From an optimization exercise on the open Yosys and OpenROAD flow, aimed at small area, a short achievable clock period and few clock cycles per item; shortcuts taken in it are not production practice. Where RTL was checked, it was by simulation tests only, not by an equivalence proof against the original. No activity file was given, so power comes from the tool's default toggle rates.

Setup of cedar:
Design keyed_ordered_member_list_top, start of the top module:
module keyed_ordered_member_list_top (
	input  logic                       clk,
	input  logic                       arst_n,
	input  logic                       in_valid,
	output logic                       in_ready,
	input  logic [1:0]                 mode,
	input  logic [kom_pkg::KEY_W-1:0]  member_id,
	output logic                       out_valid,
	input  logic                       out_ready,
	output logic [kom_pkg::STAT_W-1:0] status,
	output logic                       leader_valid,
	output logic [kom_pkg::KEY_W-1:0]  leader_id,
	output logic [kom_pkg::CNT_W-1:0]  group_size
);
==> module kom_dp, before the edit <==
module kom_dp (
	input  logic                       clk,
	input  logic                       arst_n,
	input  logic                       b_valid,
	input  logic [1:0]                 b_mode,
	input  logic [kom_pkg::KEY_W-1:0]  b_key,
	output logic                       exec,
	output logic                       out_valid,
	input  logic                       out_ready,
	output logic [kom_pkg::STAT_W-1:0] status,
	output logic                       leader_valid,
	output logic [kom_pkg::KEY_W-1:0]  leader_id,
	output logic [kom_pkg::CNT_W-1:0]  group_size
);
	localparam int CAPACITY = kom_pkg::CAPACITY;
	localparam int CNT_W = kom_pkg::CNT_W;
	localparam int KEY_W = kom_pkg::KEY_W;
	localparam int STAT_W = kom_pkg::STAT_W;
	logic [KEY_W-1:0]    key_q [CAPACITY];
	logic [CAPACITY-1:0] v_q;
	logic                lv_q;
	logic [CNT_W-1:0]    cnt_q;
	logic [CNT_W-1:0]    cnt_n_q;
	logic [CNT_W-1:0]    size_q;
	assign cnt_q = ~cnt_n_q;
	logic [STAT_W-1:0]   status_q;
	logic                out_valid_q;
	logic [CAPACITY-1:0] eq;
	logic [CAPACITY-1:0] hit;
	logic [CAPACITY-1:0] at_or_above;
	logic [CAPACITY-1:0] shift;
	logic [CAPACITY-1:0] load;
	logic                found;
	logic                is_ins, is_rem, is_ldr;
	logic                grow, shrink;
	logic [STAT_W-1:0]   dec_status;
	assign exec = b_valid && (!out_valid_q || out_ready);
	always_comb begin
		for (int i = 0; i < CAPACITY; i++) begin
			v_q[i] = (cnt_q > CNT_W'(i));
		end
	end
	always_comb begin
		for (int i = 0; i < CAPACITY; i++) begin
			eq[i]  = (key_q[i] == b_key);
			hit[i] = v_q[i] && eq[i];
		end
		at_or_above[0] = eq[0];
		for (int i = 1; i < CAPACITY; i++) begin
			at_or_above[i] = at_or_above[i-1] || eq[i];
		end
	end
	assign found  = |hit;
	assign is_ins = (b_mode == kom_pkg::MODE_INSERT);
	assign is_rem = (b_mode == kom_pkg::MODE_REMOVE);
	assign is_ldr = (b_mode == kom_pkg::MODE_LEADER);
	assign grow   = is_ins && !found && !v_q[CAPACITY-1];
	assign shrink = (is_rem && found) || (is_ldr && v_q[0]);
	logic [CAPACITY-1:0] shift_pre;
	logic [CAPACITY-1:0] load_pre;
	logic [CAPACITY-1:0] sel_hold;
	always_comb begin
		for (int i = 0; i < CAPACITY; i++) begin
			shift_pre[i] = (is_rem && at_or_above[i]) || is_ldr;
			load_pre[i]  = is_ins && !v_q[i] && ((i == 0) || v_q[(i == 0) ? 0 : i-1]);
		end
	end
	kom_gate u_gate (
		.exec      (exec),
		.shift_pre (shift_pre),
		.load_pre  (load_pre),
		.sel_hold  (sel_hold),
		.sel_shift (shift),
		.sel_load  (load)
	);
	logic [CNT_W-1:0] cnt_up, cnt_dn, cnt_d;
	logic             do_grow, do_shrink;
	assign cnt_up    = cnt_q + 1'b1;
	assign cnt_dn    = cnt_q - 1'b1;
	assign do_grow   = exec && grow;
	assign do_shrink = exec && shrink;
	assign cnt_d     = ({CNT_W{do_grow}} & cnt_up) | ({CNT_W{do_shrink}} & cnt_dn) |
	                   ({CNT_W{!do_grow && !do_shrink}} & cnt_q);
	always_comb begin
		dec_status = kom_pkg::STAT_OK;
		case (b_mode)
			kom_pkg::MODE_INSERT: begin
				if (found) dec_status = kom_pkg::STAT_DUP;
				else if (v_q[CAPACITY-1]) dec_status = kom_pkg::STAT_FULL;
			end
			kom_pkg::MODE_REMOVE: if (!found) dec_status = kom_pkg::STAT_ABSENT;
			kom_pkg::MODE_LEADER: if (!v_q[0]) dec_status = kom_pkg::STAT_EMPTY;
			default:              if (!found) dec_status = kom_pkg::STAT_ABSENT;
		endcase
	end
	logic [KEY_W-1:0] up [CAPACITY];
	always_comb begin
		for (int i = 0; i < CAPACITY; i++) begin
			if (i == 0) begin
				up[i] = key_q[1] & {KEY_W{v_q[1]}};
			end else if (i < CAPACITY - 1) begin
				up[i] = key_q[(i < CAPACITY - 1) ? i+1 : i];
			end else begin
				up[i] = key_q[i];
			end
		end
	end
	for (genvar i = 0; i < CAPACITY; i++) begin : g_slot
		kom_slot #(.RESET(i == 0)) u_slot (
			.clk       (clk),
			.arst_n    (arst_n),
			.sel_hold  (sel_hold[i]),
			.sel_shift (shift[i]),
			.sel_load  (load[i]),
			.up        (up[i]),
			.key       (b_key),
			.q         (key_q[i])
		);
	end
	always_ff @(posedge clk or negedge arst_n) begin
		if (!arst_n) begin
			lv_q        <= 1'b0;
			cnt_n_q     <= '1;
			size_q      <= '0;
			out_valid_q <= 1'b0;
		end else begin
			lv_q <= do_grow || (lv_q && !(do_shrink && cnt_q == CNT_W'(1)));
			cnt_n_q <= ~cnt_d;
			size_q  <= cnt_d;
			if (exec) begin
				out_valid_q <= 1'b1;
			end else if (out_ready) begin
				out_valid_q <= 1'b0;
			end
		end
	end
	always_ff @(posedge clk) begin
		if (exec) begin
			status_q <= dec_status;
		end
	end
	assign out_valid    = out_valid_q;
	assign status       = status_q;
	assign leader_valid = lv_q;
	assign leader_id    = key_q[0];
	assign group_size   = size_q;
endmodule
clock: 10.0 ns
lec_check: 0
cap_margin: 20
core_margin: 2
core_utilization: 40
cts_cluster_diameter: 120
cts_cluster_size: 24
slew_margin: 20
synth_hierarchical: 1
standard.sh (not shown) runs the stock make flow with config.mk's settings and CLKGATE_MAP_FILE= SYNTH_SCRIPT=/design/flow/synth_recipe.tcl, a recipe that flattens the netlist after the stock synthesis.
==> flow/flow/run.sh <==
#!/bin/bash
# The standard layout, with two changes to how it is optimised:
# - the setup repair aims 7 ns below the clock period, at the worst path only
#   (TNS_END_PERCENT 0), so it keeps sizing the path that sets the period;
# - the port buffers are buf_4 rather than the delay-cell buffers that
#   buffer_ports picks on its own.
set -euo pipefail
bash standard.sh SETUP_SLACK_MARGIN=7 TNS_END_PERCENT=0 \
	'BUFFER_PORTS_ARGS=-buffer_cell sky130_fd_sc_hd__buf_4' finish > standard_flow.log 2>&1
## Diff of input files: xenon against cedar
-- flow/design.v --
<<< cedar, line 93
	logic                lv_q;
	logic [CNT_W-1:0]    cnt_q;
	logic [CNT_W-1:0]    cnt_n_q;
	logic [CNT_W-1:0]    size_q;
	assign cnt_q = ~cnt_n_q;
	logic [STAT_W-1:0]   status_q;
	logic                out_valid_q;
>>> xenon, line 93
	logic                lv_q;
	logic [CNT_W-1:0]    cnt_q;
	logic [STAT_W-1:0]   status_q;
	logic                out_valid_q;
<<< cedar, line 135
		for (int i = 0; i < CAPACITY; i++) begin
			shift_pre[i] = (is_rem && at_or_above[i]) || is_ldr;
			load_pre[i]  = is_ins && !v_q[i] && ((i == 0) || v_q[(i == 0) ? 0 : i-1]);
		end
	end
>>> xenon, line 132
		for (int i = 0; i < CAPACITY; i++) begin
			shift_pre[i] = (is_rem && at_or_above[i]) || is_ldr;
			load_pre[i]  = is_ins && !found && !v_q[i] && ((i == 0) || v_q[(i == 0) ? 0 : i-1]);
		end
	end
<<< cedar, line 174
				up[i] = key_q[(i < CAPACITY - 1) ? i+1 : i];
			end else begin
				up[i] = key_q[i];
			end
		end
>>> xenon, line 171
				up[i] = key_q[(i < CAPACITY - 1) ? i+1 : i];
			end else begin
				up[i] = '0;
			end
		end
<<< cedar, line 193
		if (!arst_n) begin
			lv_q        <= 1'b0;
			cnt_n_q     <= '1;
			size_q      <= '0;
			out_valid_q <= 1'b0;
		end else begin
			lv_q <= do_grow || (lv_q && !(do_shrink && cnt_q == CNT_W'(1)));
			cnt_n_q <= ~cnt_d;
			size_q  <= cnt_d;
			if (exec) begin
				out_valid_q <= 1'b1;
>>> xenon, line 190
		if (!arst_n) begin
			lv_q        <= 1'b0;
			cnt_q       <= '0;
			out_valid_q <= 1'b0;
		end else begin
			lv_q <= do_grow || (lv_q && !(do_shrink && cnt_q == CNT_W'(1)));
			cnt_q <= cnt_d;
			if (exec) begin
				out_valid_q <= 1'b1;
<<< cedar, line 216
	assign leader_valid = lv_q;
	assign leader_id    = key_q[0];
	assign group_size   = size_q;
endmodule
module kom_gate (
>>> xenon, line 211
	assign leader_valid = lv_q;
	assign leader_id    = key_q[0];
	assign group_size   = cnt_q;
endmodule
module kom_gate (
xenon ends up with a flip-flop and latch count that is 5 lower than in cedar.
Comparing xenon and cedar, the higher data required time of the critical path is on xenon.
Compared with cedar, xenon shows a lower via count.
Relative to cedar, xenon improves total wirelength of the detailed-routed design.
NOTE wire length of the first global-routing pass cedar->xenon decreased by a little under 10%
Min power across xenon and cedar: xenon
Testbench counts of xenon, summed over its fixed seeds: cycles 24,016, items 24,000.
For cedar, only the layout was checked, not whether the RTL still works.

* * *

== job 101 ==
Another version of the RTL of keyed_ordered_member_list_top (not shown whole).
Size: ~340 flip-flops, about 49 I/O pins, about 17000 um2 of cells after synthesis.
==> flow/design.v (excerpt) <==
module keyed_ordered_member_list_top (
	input  logic                       clk,
	input  logic                       arst_n,
	input  logic                       in_valid,
	output logic                       in_ready,
	input  logic [1:0]                 mode,
	input  logic [kom_pkg::KEY_W-1:0]  member_id,
	output logic                       out_valid,
	input  logic                       out_ready,
	output logic [kom_pkg::STAT_W-1:0] status,
	output logic                       leader_valid,
	output logic [kom_pkg::KEY_W-1:0]  leader_id,
	output logic [kom_pkg::CNT_W-1:0]  group_size
);
	logic                      exec;
	logic                      b_valid;
	logic [1:0]                b_mode;
	logic [kom_pkg::KEY_W-1:0] b_key;
	logic                      b_take;
	logic [kom_pkg::KEY_W-1:0] nxt_key;
	kom_ctrl u_ctrl (
		.clk       (clk),
		.arst_n    (arst_n),
		.in_valid  (in_valid),
		.in_ready  (in_ready),
		.mode      (mode),
		.member_id (member_id),
		.exec      (exec),
		.b_take    (b_take),
		.nxt_key   (nxt_key),
		.b_valid   (b_valid),
		.b_mode    (b_mode),
		.b_key     (b_key)
	);
	kom_dp u_dp (
		.clk          (clk),
		.arst_n       (arst_n),
		.b_valid      (b_valid),
		.b_mode       (b_mode),
		.b_key        (b_key),
		.b_take       (b_take),
		.nxt_key      (nxt_key),
		.exec         (exec),
		.out_valid    (out_valid),
		.out_ready    (out_ready),
		.status       (status),
		.leader_valid (leader_valid),
		.leader_id    (leader_id),
		.group_size   (group_size)
	);
endmodule
export LEC_CHECK = 0
export CAP_MARGIN = 20
export CORE_MARGIN = 2
export CORE_UTILIZATION = 40
export SLEW_MARGIN = 20
create_clock -name core_clock -period 10.0 [get_ports {clk}]
==> flow/flow/run.sh <==
#!/bin/bash
# The standard layout, with the setup repair aimed 7 ns below the clock
# period so that it keeps sizing the critical paths.
set -euo pipefail
bash standard.sh SETUP_SLACK_MARGIN=7 finish > standard_flow.log 2>&1
Changes in job 102 relative to job 101:
-- flow/design.v --
<<< job 101, line 23
	input  logic [kom_pkg::KEY_W-1:0] member_id,
	input  logic                      exec,
	output logic                      b_take,
	output logic [kom_pkg::KEY_W-1:0] nxt_key,
	output logic                      b_valid,
	output logic [1:0]                b_mode,
>>> job 102, line 23
	input  logic [kom_pkg::KEY_W-1:0] member_id,
	input  logic                      exec,
	output logic                      b_valid,
	output logic [1:0]                b_mode,
<<< job 101, line 36
	logic [1:0]       s_mode_q;
	logic [KEY_W-1:0] s_key_q;
	logic             acc;
	logic [1:0]       nxt_mode;
	assign in_ready = !s_v_q;
	assign acc      = in_valid && !s_v_q;
	assign b_take   = !b_v_q || exec;
	assign nxt_mode = s_v_q ? s_mode_q : mode;
	assign nxt_key  = s_v_q ? s_key_q : member_id;
	always_ff @(posedge clk or negedge arst_n) begin
		if (!arst_n) begin
>>> job 102, line 34
	logic [1:0]       s_mode_q;
	logic [KEY_W-1:0] s_key_q;
	logic acc;
	logic b_take;
	assign in_ready = !s_v_q;
	assign acc      = in_valid && !s_v_q;
	assign b_take   = !b_v_q || exec;
	always_ff @(posedge clk or negedge arst_n) begin
		if (!arst_n) begin
<<< job 101, line 58
	always_ff @(posedge clk) begin
		if (b_take) begin
			b_mode_q <= nxt_mode;
			b_key_q  <= nxt_key;
		end
		if (!s_v_q) begin
>>> job 102, line 54
	always_ff @(posedge clk) begin
		if (b_take) begin
			if (s_v_q) begin
				b_mode_q <= s_mode_q;
				b_key_q  <= s_key_q;
			end else begin
				b_mode_q <= mode;
				b_key_q  <= member_id;
			end
		end
		if (!s_v_q) begin
<<< job 101, line 76
	input  logic [1:0]                 b_mode,
	input  logic [kom_pkg::KEY_W-1:0]  b_key,
	input  logic                       b_take,
	input  logic [kom_pkg::KEY_W-1:0]  nxt_key,
	output logic                       exec,
	output logic                       out_valid,
>>> job 102, line 77
	input  logic [1:0]                 b_mode,
	input  logic [kom_pkg::KEY_W-1:0]  b_key,
	output logic                       exec,
	output logic                       out_valid,
<<< job 101, line 104
	logic [STAT_W-1:0]   dec_status;
	assign exec = b_valid && (!out_valid_q || out_ready);
	logic [CAPACITY-1:0] eq_q;
	logic [CAPACITY-1:0] eq_new;
	logic [CAPACITY-1:0] eq_d;
	logic                same_new;
	always_comb begin
		for (int i = 0; i < CAPACITY; i++) begin
			eq_new[i] = (key_q[i] == nxt_key);
		end
		same_new = (b_key == nxt_key);
		for (int i = 0; i < CAPACITY; i++) begin
			eq_d[i] = (load[i] && same_new) ||
			          (shift[i] && (i < CAPACITY - 1) && eq_new[(i < CAPACITY - 1) ? i+1 : i]) ||
			          (!load[i] && !shift[i] && eq_new[i]);
		end
	end
	always_ff @(posedge clk) begin
		if (b_take) begin
			eq_q <= eq_d;
		end
	end
	always_comb begin
		for (int i = 0; i < CAPACITY; i++) begin
			hit[i] = v_q[i] && eq_q[i];
		end
		at_or_above[0] = hit[0];
>>> job 102, line 103
	logic [STAT_W-1:0]   dec_status;
	assign exec = b_valid && (!out_valid_q || out_ready);
	always_comb begin
		for (int i = 0; i < CAPACITY; i++) begin
			hit[i] = v_q[i] && (key_q[i] == b_key);
		end
		at_or_above[0] = hit[0];
<<< job 101, line 239
	logic [1:0]                b_mode;
	logic [kom_pkg::KEY_W-1:0] b_key;
	logic                      b_take;
	logic [kom_pkg::KEY_W-1:0] nxt_key;
	kom_ctrl u_ctrl (
		.clk       (clk),
>>> job 102, line 218
	logic [1:0]                b_mode;
	logic [kom_pkg::KEY_W-1:0] b_key;
	kom_ctrl u_ctrl (
		.clk       (clk),
<<< job 101, line 249
		.member_id (member_id),
		.exec      (exec),
		.b_take    (b_take),
		.nxt_key   (nxt_key),
		.b_valid   (b_valid),
		.b_mode    (b_mode),
>>> job 102, line 226
		.member_id (member_id),
		.exec      (exec),
		.b_valid   (b_valid),
		.b_mode    (b_mode),
<<< job 101, line 261
		.b_mode       (b_mode),
		.b_key        (b_key),
		.b_take       (b_take),
		.nxt_key      (nxt_key),
		.exec         (exec),
		.out_valid    (out_valid),
>>> job 102, line 236
		.b_mode       (b_mode),
		.b_key        (b_key),
		.exec         (exec),
		.out_valid    (out_valid),
==> run notes <==
Compare job 102 and job 101 | sequential power lower: job 101
Critical path capture point = u_dp.key_q[7][13]: job 102; critical path capture point = u_dp.eq_q[3]: job 101
Max ratio of routed vias to standard cells across job 102 and job 101: job 102
Job 102 against job 101: floorplan die area went up by 270 um2; placed instance count went down by 241.
Total power, job 102 and job 101: larger value in job 102
No run of this note included a check of the RTL's function; only the layout flow was run.

==> port drivers added, routing unchanged <==
In the flow no input, the clock included, has a driving cell. The finished layouts below were timed again as built, in two steps.
Step 1 (the two cells are an assumption about what drives the block):
set clk [get_ports {clk}]
set_driving_cell -lib_cell sky130_fd_sc_hd__clkbuf_16 $clk
set_driving_cell -lib_cell sky130_fd_sc_hd__buf_2 [delete_from_list [all_inputs] $clk]
Step 2 times the ports against the registers' clock, not the clock port: input delays grow and output delays shrink by t, the midpoint of the rising clock arrivals with the driver on.
Slacks: ideal ports / drivers / drivers and shift; pairs: ideal ports / drivers.
run | t (ns) | slack for setup (ns) | slew at the worst register clock pin (ns)
cedar | 0.574 | 6.530 / 6.530 / 6.077 | 0.11 / 0.11
xenon | 0.569 | 6.486 / 6.486 / 6.108 | 0.10 / 0.10
job 101 | 0.583 | 6.504 / 6.534 / 5.951 | 0.07 / 0.07
job 102 | 0.609 | 6.669 / 6.669 / 6.126 | 0.06 / 0.06
After both steps every run listed still meets setup and hold. For job 101, which loses most, drivers alone change the setup slack by +0.030 ns; drivers and shift together by -0.553 ns.
